Source: an optimization exercise on an open RTL-to-GDS flow (aim: small area, a short achievable clock period and few clock cycles per item). Production flows keep margins and buffers that such runs may drop.
Where RTL was checked, it was by simulation tests only, not by an equivalence proof against the original.
No activity file was given, so power comes from the tool's default toggle rates.

main:
Design bson_field_locator, start of the top module:
module bson_field_locator (
  input  logic                 clk,
  input  logic                 rst,
  input  logic                 in_valid,
  output logic                 in_ready,
  input  logic [7:0]           doc_byte,
  input  logic                 doc_last,
  output logic                 out_valid,
  input  logic                 out_ready,
  output logic [1:0]           status,
  output logic [bfl_pkg::OUT_OFS_W-1:0] element_offset,
  output logic [7:0]           element_type,
  output logic [bfl_pkg::OUT_OFS_W-1:0] value_offset,
  input  logic                 cfg_valid,
  output logic                 cfg_ready,
  input  logic [1:0]           cfg_index,
  input  logic [63:0]          cfg_data
);
  logic [63:0] name_lo, name_hi;
  logic        lo_set, hi_set;
  logic [4:0]  len_eff;             
  logic [7:0]  cur;
  logic        zero_byte, ones_byte, last, v_r;
  logic        p_hdr, p_type, p_name, p_len, p_skip, p_rx1, p_rx2, p_idle;
  logic [4:0]  cnt;                 
  logic        mism;                
  logic        bad;                 
  logic        at_len;              
  logic        s_end;               
  logic [7:0]  tgt_r;               
  logic [31:0] skip;                
  logic [23:0] pos;                 
  logic [23:0] estart;              
  logic [7:0]  etype;               
  logic [1:0]  st;
  logic        in_rdy;
  logic        in_fire, proc, emit, found, emit_fire, clear_res, ov_next;
  logic [1:0]  emit_status;
  logic        name_match, name_end, cnt3;
  logic [7:0]  tgt_next;
  assign in_ready  = in_rdy;
  assign cfg_ready = 1'b1;
  assign in_fire   = in_valid && in_rdy;
  always_ff @(posedge clk) begin
    if (cfg_valid && cfg_index == bfl_pkg::REG_NAME_LOW)  name_lo <= cfg_data;
    if (cfg_valid && cfg_index == bfl_pkg::REG_NAME_HIGH) name_hi <= cfg_data;
  end
  always_ff @(posedge clk) begin
    if (rst) begin
      lo_set  <= 1'b0;
  ...
Size: roughly 1200 cells after synthesis, about 260 flip-flops, ~140 I/O pins, about 12000 um2 of cells after synthesis.
clock: 5.0 ns
lec_check: 0
abc_area: 1
cap_margin: 20
core_margin: 2
core_utilization: 40
cts_cluster_diameter: 80
cts_cluster_size: 30
setup_slack_margin: 2.8
slew_margin: 20
standard.sh (not shown) runs the stock make flow with config.mk's settings and CLKGATE_MAP_FILE= SYNTH_SCRIPT=/design/flow/synth_recipe.tcl, a recipe that flattens the netlist after the stock synthesis.
==> flow/flow/run.sh <==
#!/bin/bash
# The standard layout (the standard.sh: its synthesis, floorplan, placement, CTS and routing
# unchanged), with the port buffers that global placement inserts made buf_1 cells instead of the
# default delay-buffer cells. Every input and output port still gets its own buffer.
set -euo pipefail
bash standard.sh "BUFFER_PORTS_ARGS=-buffer_cell sky130_fd_sc_hd__buf_1" finish > standard_make.log 2>&1
The following lists how the feature branch was set up differently from main:
--- a/flow/design.v
+++ b/flow/design.v
@@ -96,18 +96,18 @@
   logic        in_fire, proc, emit, found, emit_fire, clear_res, ov_next;
   logic [1:0]  emit_status;
   logic        name_match, name_end, cnt3;
   logic [7:0]  tgt_next;
   assign in_ready  = in_rdy;
   assign cfg_ready = 1'b1;
   assign in_fire   = in_valid && in_rdy;
   always_ff @(posedge clk) begin
-    if (cfg_valid && cfg_index == bfl_pkg::REG_NAME_LOW)  name_lo <= cfg_data;
-    if (cfg_valid && cfg_index == bfl_pkg::REG_NAME_HIGH) name_hi <= cfg_data;
+    if (cfg_valid && !rst && cfg_index == bfl_pkg::REG_NAME_LOW)  name_lo <= cfg_data;
+    if (cfg_valid && !rst && cfg_index == bfl_pkg::REG_NAME_HIGH) name_hi <= cfg_data;
   end
   always_ff @(posedge clk) begin
     if (rst) begin
       lo_set  <= 1'b0;
       hi_set  <= 1'b0;
       len_eff <= 5'd1;
     end else if (cfg_valid) begin
       case (cfg_index)
==> run summary <==
Compared with main, the feature branch has extra setup slack.
Synthesized net count is lower on the feature branch
On fraction of the mapped netlist area in adder cells, main tracks the feature branch almost exactly.
Routed wire in the feature branch totals less than in main.
[compare] base=main new=the feature branch: global-route wire length before repair now smaller, total power now smaller, proportion of total power due to net switching comparable, non-clock buffer count in the final layout now larger, portion of the post-synthesis area used by sequential elements now larger.
The feature branch vs main, end point of the critical path: value_offset[2] vs value_offset[17]
Die area | the feature branch < main
Cell-internal power improves in the feature branch relative to main.
The feature branch can be clocked faster than main.
Testbench counts of the feature branch, summed over its fixed seeds: cycles 48,421, items 48,258.
The RTL of main was laid out without a check of its function.

---

== the previous run ==
bson_field_locator, a different RTL version from the one above (not shown whole).
For scale: roughly 1300 cells after synthesis, ~260 flip-flops, about 140 I/O pins, roughly 12000 um^2 of cells after synthesis.
clock: 5.0 ns
lec_check: 0
abc_area: 1
cap_margin: 20
core_margin: 2
core_utilization: 40
cts_cluster_diameter: 80
cts_cluster_size: 30
setup_slack_margin: 2.8
slew_margin: 20
Scripts as last shown in full above: flow/flow/run.sh
Here is what was changed in the inputs of the current run compared with the previous run.
--- a/flow/design.v
+++ b/flow/design.v
@@ -219,16 +219,15 @@
       emit_status = bfl_pkg::ST_FOUND;
     end else if (name_end && bad) begin
       emit        = 1'b1;
       emit_status = bfl_pkg::ST_BAD_TYPE;
     end
   end
   assign clear_res = (last && !p_idle) || (p_type && zero_byte) || (name_end && !name_match && bad);
-  logic blk;                          
-  assign proc      = v_r && !blk;
+  assign proc      = v_r && (!out_valid || p_idle || (p_hdr && !cnt3 && !last));
   assign emit_fire = proc && emit;
   assign ov_next   = emit_fire || (out_valid && !out_ready);
   always_ff @(posedge clk) begin
     if (rst) begin
       p_hdr  <= 1'b1;
       p_type <= 1'b0;
       p_name <= 1'b0;
@@ -318,29 +317,26 @@
         if (p_hdr && cnt3) pos <= 24'd4;
         else if (!p_hdr && !p_idle) pos <= pos + 24'd1;
         if (p_type) estart <= pos;
       end
       if (emit) st <= emit_status;
     end
   end
-  logic v_n, l_n, blk_n;
-  assign v_n   = in_fire || (v_r && !proc);
-  assign l_n   = in_fire ? doc_last : last;
-  assign blk_n = ov_next && !(emit_fire && !(last && l_n));
+  logic v_n, l_n;
+  assign v_n = in_fire || (v_r && !proc);
+  assign l_n = in_fire ? doc_last : last;
   always_ff @(posedge clk) begin
     if (rst) begin
       out_valid <= 1'b0;
       in_rdy    <= 1'b1;
       v_r       <= 1'b0;
-      blk       <= 1'b0;
     end else begin
       out_valid <= ov_next;
       v_r       <= v_n;
-      blk       <= blk_n;
-      in_rdy    <= !v_n || !blk_n;
+      in_rdy    <= !v_n || !ov_next || (emit_fire && !(last && l_n));
     end
   end
   assign status         = st;
   assign element_offset = estart;
   assign element_type   = skip[31:24];
   assign value_offset   = pos;
 endmodule
--- outcome ---
- The current run completed; timing, DRC and antenna clean
- Count of cell instances traversed by the critical path ended up 1 lower on the current run than on the previous run.
- When the final numbers for the previous run and the current run were put side by side, the area growth from synthesis to final layout turned out to be greater in the current run.
- Status: floorplan die width parity (the current run, the previous run)
- Compared with the previous run, in the current run combinational fraction of design power now larger; number of enable flip-flop cells after synthesis comparable.
- The current run vs the previous run — post-route standard cell area excluding fillers rose 0.72%.
- Diff the previous run..the current run | standard cell area after detailed placement | negligible
- Clock network power share was lower in the run labelled the previous run.
- Wire length came out lower on the current run than on the previous run.
- The final reports for the current run and the previous run show post-layout total power higher in the former.
- The final-layout worst hold slack of the current run was superior to that of the previous run.
Function was not checked in any run of this note: the RTL went through the layout flow alone.

---

== lane 1 ==
bson_field_locator, a different RTL version from the one above (not shown whole).
For scale: roughly 1200 cells after synthesis, about 230 flip-flops, about 140 I/O pins, ~11000 sq um of cells after synthesis.
export LEC_CHECK = 0
export ABC_AREA = 1
export CAP_MARGIN = 20
export CORE_MARGIN = 2
export CORE_UTILIZATION = 40
export CTS_CLUSTER_DIAMETER = 80
export CTS_CLUSTER_SIZE = 30
export SETUP_SLACK_MARGIN = 2.8
export SLEW_MARGIN = 20
create_clock -name core_clock -period 5.0 [get_ports {clk}]
Scripts as last shown in full above: flow/flow/run.sh
Setup changes, lane 1 to lane 2
diff --git a/flow/design.v b/flow/design.v
--- a/flow/design.v
+++ b/flow/design.v
@@ -90,24 +90,24 @@
   logic [23:0] pos;                 
   logic [1:0]  st;
   logic        in_rdy;
   logic        in_fire, proc, emit, found, emit_fire, clear_res, ov_next;
   logic [1:0]  emit_status;
   logic        name_match, name_end, cnt3;
   logic [7:0]  tgt_next;
   assign in_ready  = in_rdy;
   assign cfg_ready = 1'b1;
   assign in_fire   = in_valid && in_rdy;
   always_ff @(posedge clk) begin
-    if (cfg_valid && !rst && cfg_index == bfl_pkg::REG_NAME_LOW)  name_lo <= cfg_data;
-    if (cfg_valid && !rst && cfg_index == bfl_pkg::REG_NAME_HIGH) name_hi <= cfg_data;
+    if (cfg_valid && cfg_index == bfl_pkg::REG_NAME_LOW)  name_lo <= cfg_data;
+    if (cfg_valid && cfg_index == bfl_pkg::REG_NAME_HIGH) name_hi <= cfg_data;
   end
   always_ff @(posedge clk) begin
     if (rst) begin
       lo_set  <= 1'b0;
       hi_set  <= 1'b0;
       len_eff <= 5'd1;
     end else if (cfg_valid) begin
       case (cfg_index)
         bfl_pkg::REG_NAME_LOW:  lo_set <= 1'b1;
         bfl_pkg::REG_NAME_HIGH: hi_set <= 1'b1;
         bfl_pkg::REG_NAME_LEN:  len_eff <= cfg_data[4] ? 5'd16 : {1'b0, cfg_data[3:0]};
==> comparison <==
Per the final summary, lane 2 finished and its layout is clean on timing, DRC and antenna.
Post-route minimum period ends up lower on lane 2.
Side by side, antenna diode count turned out lower in lane 2 than in lane 1.
The clock group share of total power in lane 2 was higher than what lane 1 gave.
Wire: lane 2 routes more than lane 1
Cell area after layout is lower on lane 1
Delta (lane 2 minus lane 1): floorplan die area increased about 1.1%; power in sequential cells essentially unchanged; maximum number of pins on one net before global-route repair essentially unchanged; ratio of final minimum period to clock period decreased 0.31 points.
Combinational share of power for lane 2: 0.4 points up relative to lane 1
Lane 2 against lane 1: post-route worst hold slack moved up, non-clock buffer count moved up.
Function was not checked in any run of this note: the RTL went through the layout flow alone.

---

P:
bson_field_locator with an RTL version that a note above also has.
For scale: about 1300 cells after synthesis, roughly 260 flip-flops, about 140 I/O pins, roughly 12000 µm² of cells after synthesis.
export LEC_CHECK = 0
export ABC_AREA = 1
export CAP_MARGIN = 20
export CORE_MARGIN = 2
export CORE_UTILIZATION = 40
export CTS_CLUSTER_DIAMETER = 80
export CTS_CLUSTER_SIZE = 30
export SETUP_SLACK_MARGIN = 2.75
export SLEW_MARGIN = 20
create_clock -name core_clock -period 5.0 [get_ports {clk}]
Scripts as last shown in full above: flow/flow/run.sh
> inputs changed (P -> Q)
--- a/flow/design.v
+++ b/flow/design.v
@@ -218,18 +218,17 @@
       found       = 1'b1;
       emit_status = bfl_pkg::ST_FOUND;
     end else if (name_end && bad) begin
       emit        = 1'b1;
       emit_status = bfl_pkg::ST_BAD_TYPE;
     end
   end
   assign clear_res = (last && !p_idle) || (p_type && zero_byte) || (name_end && !name_match && bad);
-  logic blk;                          
-  assign proc      = v_r && !blk;
+  assign proc      = v_r && (!out_valid || p_idle || (p_hdr && !cnt3 && !last));
   assign emit_fire = proc && emit;
   assign ov_next   = emit_fire || (out_valid && !out_ready);
   always_ff @(posedge clk) begin
     if (rst) begin
       p_hdr  <= 1'b1;
       p_type <= 1'b0;
       p_name <= 1'b0;
       p_len  <= 1'b0;
@@ -317,30 +316,27 @@
       end else begin
         if (p_hdr && cnt3) pos <= 24'd4;
         else if (!p_hdr && !p_idle) pos <= pos + 24'd1;
         if (p_type) estart <= pos;
       end
       if (emit) st <= emit_status;
     end
   end
-  logic v_n, l_n, blk_n;
-  assign v_n   = in_fire || (v_r && !proc);
-  assign l_n   = in_fire ? doc_last : last;
-  assign blk_n = ov_next && !(emit_fire && !(last && l_n));
+  logic v_n, l_n;
+  assign v_n = in_fire || (v_r && !proc);
+  assign l_n = in_fire ? doc_last : last;
   always_ff @(posedge clk) begin
     if (rst) begin
       out_valid <= 1'b0;
       in_rdy    <= 1'b1;
       v_r       <= 1'b0;
-      blk       <= 1'b0;
     end else begin
       out_valid <= ov_next;
       v_r       <= v_n;
-      blk       <= blk_n;
-      in_rdy    <= !v_n || !blk_n;
+      in_rdy    <= !v_n || !ov_next || (emit_fire && !(last && l_n));
     end
   end
   assign status         = st;
   assign element_offset = estart;
   assign element_type   = skip[31:24];
   assign value_offset   = pos;
 endmodule
[summary]
Cmp P and Q / register area / lower: Q
Per the comparison of Q with P, detailed-route DRC error count now sits at about the same level, synthesized instance count now sits higher.
In the route summary, Q ends up with a via count exceeding that of P.
Comparing Q with P, the layout multi-input combinational cell count came out essentially unchanged.
Status: synthesized area parity (Q, P)
Q vs. P: final cell count without fillers rose 9, summed area of non-filler cells in the final layout about even.
Function was not checked in any run of this note: the RTL went through the layout flow alone.

-- separate check: timing with driven ports --
The results above use ideal ports. As a check the final layouts listed here were re-extracted and re-timed, cells and wires unchanged. Step 1 assumes that a clkbuf_16 drives the clock port and a buf_2 every other input. Step 2, shift: input delay + t, output delay - t, t = (earliest + latest rising clock arrival at the registers) / 2. This alone moves slack from input paths to output paths. Three values: no drivers, after step 1, after step 2; two values: the first two.
| run | t, ns | setup WS [ns] | clock arrival spread, ns |
|---|---|---|---|
| main | 0.541 | 2.828 / 2.780 / 2.441 | 0.018 / 0.018 |
| the feature branch | 0.543 | 2.844 / 2.795 / 2.519 | 0.020 / 0.020 |
| the previous run | 0.541 | 2.776 / 2.729 / 2.482 | 0.021 / 0.020 |
| the current run | 0.550 | 2.830 / 2.780 / 2.437 | 0.027 / 0.027 |
| lane 1 | 0.548 | 2.748 / 2.700 / 2.343 | 0.049 / 0.049 |
| lane 2 | 0.540 | 2.764 / 2.718 / 2.458 | 0.034 / 0.034 |
| P | 0.540 | 2.768 / 2.721 / 2.490 | 0.019 / 0.020 |
| Q | 0.538 | 2.816 / 2.769 / 2.469 | 0.031 / 0.031 |
After both steps setup and hold are still met in every run listed. For lane 1, which loses most, drivers alone change the setup slack by -0.048 ns; drivers and shift together by -0.405 ns.
